This is an optimization exercise on Yosys and OpenROAD, whose aim is small area, a short achievable clock period and few clock cycles per item, not a production implementation. No activity file was given, so power comes from the tool's default toggle rates.

==> job 4145 <==
==> flow/design.v (excerpt) <==
module radix_digit_converter_unit (
   input  wire logic        clock,
   input  wire logic        reset,
   input  wire logic        req_tvalid,
   output logic             req_tready,
   input  wire logic [31:0] req_tdata,    
   output logic             rsp_tvalid,
   input  wire logic        rsp_tready,
   output logic [7:0]       rsp_tdata,    
   output logic             rsp_tlast,    
   input  wire logic        csr_wr_en,
   input  wire logic [4:0]  csr_wr_data   
);
   function automatic logic [3:0] add3(input logic [3:0] d);
      add3[3] = d[3] | (d[2] & d[0]) | (d[2] & d[1]);
      add3[2] = (d[3] & d[0]) | (d[2] & ~d[1] & ~d[0]);
      add3[1] = (d[3] & ~d[0]) | (d[1] & d[0]) | (~d[2] & d[1]);
      add3[0] = (d[3] & ~d[0]) | (d[2] & d[1] & ~d[0]) | (~d[3] & ~d[2] & d[0]);
   endfunction
   function automatic logic [2:0] top_nib(input logic [31:0] v);
      logic [2:0] t;
      t = 3'd0;
      for (int i = 1; i < 8; i++) begin
         if (v[4*i +: 4] != 4'd0) t = 3'(i);
      end
      top_nib = t;
   endfunction
   function automatic logic [3:0] top_cell(input logic [NCELL-1:0][3:0] c);
      logic [3:0] t;
      t = 4'd0;
      for (int i = 1; i < NCELL; i++) begin
         if (c[i] != 4'd0) t = 4'(i);
      end
      top_cell = t;
   endfunction
   logic [4:0]  radix_ff;
   logic        rdy_ff;
   logic        v_full;
   logic [31:0] v_data;
   logic        v_ld;       
   logic        v_oct;      
   logic        v_bcd;      
   logic        v_gen;      
   logic [3:0]  v_rc;       
   logic [4:0]  v_rc2;      
   logic [5:0]  v_rc3;      
   logic [2:0]  v_hl;       
   logic [3:0]  v_hr;       
   logic [2:0]  v_top;      
   logic [1:0]  v_ty;       
   logic [2:0]  v_idx;      
   logic [1:0]  v_bit;      
   logic [3:0]  v_nib;      
   logic        a_busy, a_done;
   logic [1:0]  a_ty;
   logic [NCELL-1:0][3:0] a_cell;
   logic        e_busy;
   logic        e_lp;       
   logic [1:0]  e_ty;
   logic [3:0]  e_j;
   logic [1:0]  e_s;
   logic [NCELL-1:0][3:0] e_cell;
   logic        o_v, o_l, s_v, s_l;
   logic [3:0]  o_d, s_d;
  ...
export LEC_CHECK = 0
export CAP_MARGIN = 70
export CORE_MARGIN = 2
export CORE_UTILIZATION = 40
export SLEW_MARGIN = 70
create_clock -name core_clock -period 12.0 [get_ports {clock}]
standard.sh (not shown) runs the stock make flow with config.mk's settings and CLKGATE_MAP_FILE= SYNTH_SCRIPT=/design/flow/synth_recipe.tcl, a recipe that flattens the netlist after the stock synthesis.
==> flow/flow/run.sh <==
#!/bin/bash
# Standard layout, with timing repair aiming well below the clock period:
# repair_timing treats any path with less than SETUP_SLACK_MARGIN ns of slack as failing.
set -euo pipefail
bash standard.sh synth > synth.log 2>&1
bash standard.sh SETUP_SLACK_MARGIN=8.5 finish > layout.log 2>&1
==> inputs of job 2841, as changes to job 4145 <==
--- a/flow/design.v
+++ b/flow/design.v
@@ -28,10 +28,18 @@
       add3[3] = d[3] | (d[2] & d[0]) | (d[2] & d[1]);
       add3[2] = (d[3] & d[0]) | (d[2] & ~d[1] & ~d[0]);
       add3[1] = (d[3] & ~d[0]) | (d[1] & d[0]) | (~d[2] & d[1]);
       add3[0] = (d[3] & ~d[0]) | (d[2] & d[1] & ~d[0]) | (~d[3] & ~d[2] & d[0]);
    endfunction
+   function automatic logic [1:0] lead(input logic [3:0] c, input logic [1:0] ty);
+      case (ty)
+         TY_BIN:  lead = c[3] ? 2'd3 : c[2] ? 2'd2 : c[1] ? 2'd1 : 2'd0;
+         TY_QUAT: lead = (c[3:2] != 2'd0) ? 2'd1 : 2'd0;
+         TY_TERN: lead = (c >= 4'd3) ? 2'd1 : 2'd0;
+         default: lead = 2'd0;
+      endcase
+   endfunction
    function automatic logic [2:0] top_nib(input logic [31:0] v);
       logic [2:0] t;
       t = 3'd0;
       for (int i = 1; i < 8; i++) begin
          if (v[4*i +: 4] != 4'd0) t = 3'(i);
@@ -53,23 +61,22 @@
    logic        v_ld;       
    logic        v_oct;      
    logic        v_bcd;      
    logic        v_gen;      
    logic [3:0]  v_rc;       
-   logic [4:0]  v_rc2;      
-   logic [5:0]  v_rc3;      
-   logic [2:0]  v_hl;       
-   logic [3:0]  v_hr;       
+   logic [3:0]  v_k;        
+   logic [7:2]  v_hl;       
+   logic [7:3]  v_hr;       
    logic [2:0]  v_top;      
    logic [1:0]  v_ty;       
    logic [2:0]  v_idx;      
    logic [1:0]  v_bit;      
    logic [3:0]  v_nib;      
    logic        a_busy, a_done;
    logic [1:0]  a_ty;
    logic [NCELL-1:0][3:0] a_cell;
-   logic        e_busy;
+   logic        e_busy, e_first;
    logic        e_lp;       
    logic [1:0]  e_ty;
    logic [3:0]  e_j;
    logic [1:0]  e_s;
    logic [NCELL-1:0][3:0] e_cell;
@@ -104,44 +111,33 @@
    logic [3:0] nib1;
    logic       bit_in;
    logic [3:0] e_rd;
    logic [1:0] s_eff, s_max;
    logic [3:0] e_dig;
-   logic [3:0] h_top, h_rd;    
-   logic [NCELL-1:0] h_nz, h_oh;
-   logic [1:0] h_s;            
+   logic [3:0] h_top;          
+   logic [NCELL-1:0] h_nz;
+   logic [1:0] h_s0;           
    logic [3:0] e_j_n;
    logic [1:0] e_s_n;
    always_comb begin
       h_top = top_cell(a_cell);
       for (int i = 0; i < NCELL; i++) h_nz[i] = (a_cell[i] != 4'd0);
-      h_rd = 4'd0;
-      for (int i = 0; i < NCELL; i++) begin
-         h_oh[i] = h_nz[i];
-         for (int j = i + 1; j < NCELL; j++) h_oh[i] = h_oh[i] & !h_nz[j];
-         h_rd = h_rd | ({4{h_oh[i]}} & a_cell[i]);
-      end
-      case (a_ty)
-         TY_BIN:  h_s = h_rd[3] ? 2'd3 : h_rd[2] ? 2'd2 : h_rd[1] ? 2'd1 : 2'd0;
-         TY_QUAT: h_s = (h_rd[3:2] != 2'd0) ? 2'd1 : 2'd0;
-         TY_TERN: h_s = (h_rd >= 4'd3) ? 2'd1 : 2'd0;
-         default: h_s = 2'd0;
-      endcase
+      h_s0 = lead(a_cell[0], a_ty);
       e_rd = e_cell[e_j];
       case (e_ty)
          TY_BIN:  s_max = 2'd3;
          TY_QUAT: s_max = 2'd1;
          TY_TERN: s_max = 2'd1;
          default: s_max = 2'd0;
       endcase
-      s_eff = e_s;
-      if (e_s == 2'd0) begin
+      s_eff = e_first ? lead(e_rd, e_ty) : e_s;
+      if (s_eff == 2'd0) begin
          e_j_n = e_j - 4'd1;
          e_s_n = s_max;
       end else begin
          e_j_n = e_j;
-         e_s_n = e_s - 2'd1;
+         e_s_n = s_eff - 2'd1;
       end
       case (e_ty)
          TY_BIN:  e_dig = {3'd0, e_rd[s_eff]};
          TY_QUAT: e_dig = s_eff[0] ? {2'd0, e_rd[3:2]} : {2'd0, e_rd[1:0]};
          TY_TERN: begin
@@ -155,46 +151,33 @@
       emit       = e_busy && !s_v;
       e_last     = emit && e_lp;
       handoff    = a_done && (!e_busy || e_last);
       start      = v_full && !a_busy && (!a_done || handoff);
       top        = v_top;
-      start_last = v_ld || v_oct || (top == 3'd0);
+      start_last = v_ld || v_oct || (v_bcd && (top == 3'd0));
       step_last  = (v_idx == 3'd0) && (!v_gen || (v_bit == 2'd0));
       v_free     = (a_busy && step_last) || (start && start_last);
       nib1       = v_data[{top, 2'b00} +: 4];
       bit_in     = v_nib[v_bit];
    end
    logic [NCELL-1:0][3:0] first_cells, bcd_cells, gen_cells;
-   logic [4:0]            rc2;
-   logic [5:0]            rc3;
-   logic [1:0]            fq;
-   logic [3:0]            fm;
    always_comb begin
       first_cells = '0;
-      rc2 = v_rc2;
-      rc3 = v_rc3;
-      if ({2'b0, nib1} >= rc3) begin
-         fq = 2'd3;
-         fm = nib1 - rc3[3:0];
-      end else if ({1'b0, nib1} >= rc2) begin
-         fq = 2'd2;
-         fm = nib1 - rc2[3:0];
-      end else if (nib1 >= v_rc) begin
-         fq = 2'd1;
-         fm = nib1 - v_rc;
-      end else begin
-         fq = 2'd0;
-         fm = nib1;
-      end
       if (v_ld) begin
          for (int i = 0; i < 8; i++) first_cells[i] = v_data[4*i +: 4];
       end else if (v_oct) begin
          for (int i = 0; i < 10; i++) first_cells[i] = {1'b0, v_data[3*i +: 3]};
          first_cells[10] = {2'd0, v_data[31:30]};
+      end else if (v_bcd) begin
+         if (nib1 >= 4'd10) begin
+            first_cells[0] = nib1 - 4'd10;
+            first_cells[1] = 4'd1;
+         end else begin
+            first_cells[0] = nib1;
+         end
       end else begin
-         first_cells[0] = fm;
-         first_cells[1] = {2'd0, fq};
+         first_cells[0] = {2'd0, nib1[3:2]};
       end
    end
    localparam int NBCD = 10;
    logic [NBCD-1:0][3:0] bx, bc;
    always_comb begin
@@ -206,19 +189,21 @@
          end
       end
       bcd_cells = '0;
       bcd_cells[NBCD-1:0] = bx;
    end
-   logic [NCELL-1:0][4:0] g_t0, g_t1;
+   logic [NCELL-1:0][3:0] g_t0, g_t1;
    logic [NCELL-1:0]      gg, pp, gn, pn;    
    logic [NCELL:0]        g_cy;
    always_comb begin
       for (int i = 0; i < NCELL; i++) begin
-         g_t0[i] = {a_cell[i], 1'b0} - {1'b0, v_rc};
-         g_t1[i] = {a_cell[i], 1'b1} - {1'b0, v_rc};
-         gg[i]   = (a_cell[i] >= v_hr);
-         pp[i]   = (a_cell[i] >= {1'b0, v_hl});
+         g_t0[i] = {a_cell[i][2:0], 1'b0} + v_k;
+         g_t1[i] = g_t0[i] + 4'd1;
+         gg[i]   = a_cell[i][3];
+         pp[i]   = a_cell[i][3];
+         for (int h = 3; h < 8; h++) gg[i] = gg[i] | (v_hr[h] & (a_cell[i][2:0] >= 3'(h)));
+         for (int h = 2; h < 8; h++) pp[i] = pp[i] | (v_hl[h] & (a_cell[i][2:0] >= 3'(h)));
       end
       for (int l = 0; l < 4; l++) begin
          gn = gg;
          pn = pp;
          for (int i = 0; i < NCELL; i++) begin
@@ -242,12 +227,12 @@
    logic [1:0] v_bit_n;
    always_comb begin
       v_idx_n = v_idx;
       v_bit_n = v_bit;
       if (start) begin
-         v_idx_n = top - 3'd1;
-         v_bit_n = 2'd3;
+         v_idx_n = v_gen ? top : top - 3'd1;
+         v_bit_n = v_gen ? 2'd1 : 2'd3;
       end else if (a_busy) begin
          if (!v_gen || v_bit == 2'd0) begin
             v_idx_n = v_idx - 3'd1;
             v_bit_n = 2'd3;
          end else begin
@@ -294,14 +279,13 @@
          v_ld   <= d_ld;
          v_oct  <= d_oct;
          v_bcd  <= d_bcd;
          v_gen  <= d_gen;
          v_rc   <= d_rc;
-         v_rc2  <= {d_rc, 1'b0};
-         v_rc3  <= {2'b0, d_rc} + {1'b0, d_rc, 1'b0};
-         v_hl   <= d_rc[3:1];
-         v_hr   <= {1'b0, d_rc[3:1]} + {3'd0, d_rc[0]};
+         v_k    <= 4'd0 - d_rc;
+         for (int h = 2; h < 8; h++) v_hl[h] <= (d_rc[3:1] == 3'(h));
+         for (int h = 3; h < 8; h++) v_hr[h] <= ({1'b0, d_rc[3:1]} + {3'd0, d_rc[0]} == 4'(h));
          v_top  <= top_nib(req_tdata);
          v_ty   <= d_ty;
       end
       v_idx <= v_idx_n;
       v_bit <= v_bit_n;
@@ -313,14 +297,15 @@
          a_cell <= v_gen ? gen_cells : bcd_cells;
       end
       if (handoff) begin
          e_cell <= a_cell;
          e_j    <= h_top;
-         e_s    <= h_s;
-         e_lp   <= !(|h_nz[NCELL-1:1]) && (h_s == 2'd0);
+         e_first <= 1'b1;
+         e_lp   <= !(|h_nz[NCELL-1:1]) && (h_s0 == 2'd0);
          e_ty   <= a_ty;
       end else if (emit) begin
+         e_first <= 1'b0;
          e_j    <= e_j_n;
          e_s    <= e_s_n;
          e_lp   <= (e_j_n == 4'd0) && (e_s_n == 2'd0);
       end
       if (s_v) begin
==> flow/flow/run.sh (replaced) <==
#!/bin/bash
# Standard layout, with timing repair aiming well below the clock period:
# repair_timing treats any path with less than SETUP_SLACK_MARGIN ns of slack as failing.
set -euo pipefail
bash standard.sh synth > synth.log 2>&1
bash standard.sh SETUP_SLACK_MARGIN=8.3 finish > layout.log 2>&1
- ABC_AREA: unset -> 1
- CAP_MARGIN: 70 -> 20
- SLEW_MARGIN: 70 -> 20
==> results.txt <==
In job 4145 the first-iteration DRC count is larger than in job 2841, by 23%. Of job 4145 and job 2841, job 2841 has the higher clock power (gap about 6%, measured against job 2841). Of job 2841 and job 4145, job 2841 has the higher register-to-register slack (gap 0.55 ns). In job 4145 the synthesized area is larger than in job 2841, by about 16%. Of job 2841 and job 4145, job 2841 has the higher count of clock-buffer cells in the layout (gap 8). In job 4145 the synthesized cell count is smaller than in job 2841, by 9.4%. Sequential power: job 2841 is higher than job 4145 (about 20%). Against job 2841, the global-route usage of job 4145 is higher by 0.94 points. Of job 2841 and job 4145, job 4145 has the higher combinational power (gap 16%, measured against job 4145). Of job 2841 and job 4145, job 4145 has the higher final area (gap 22%, measured against job 4145).
Function was not checked in any run of this note: the RTL went through the layout flow alone.

-- afterwards: timing with drivers on the ports --
No port has a modelled driver above. Below, the same layouts with a new extraction and two added sets of constraints.
Step 1: set_driving_cell puts a clkbuf_16 on clock and a buf_2 on each other input, an assumption about the parent block.
Step 2 moves the port delays by t, midway between the first and last clock arrival at a register: inputs arrive t later, outputs are due t later. That takes back most of the time a late clock gives input paths.
Three values: ideal, step 1, step 2; two values: the first two.
| run | t, ns | slack for setup (ns) | worst setup path at the end |
|---|---|---|---|
| job 4145 | 0.595 | 7.970 / 7.970 / 7.970 | register to register |
| job 2841 | 0.607 | 8.394 / 8.338 / 7.913 | input to register |
After both steps every run listed still meets setup and hold. The setup slack of job 2841, which loses most, moves by -0.056 ns with the drivers and by -0.481 ns with both steps.
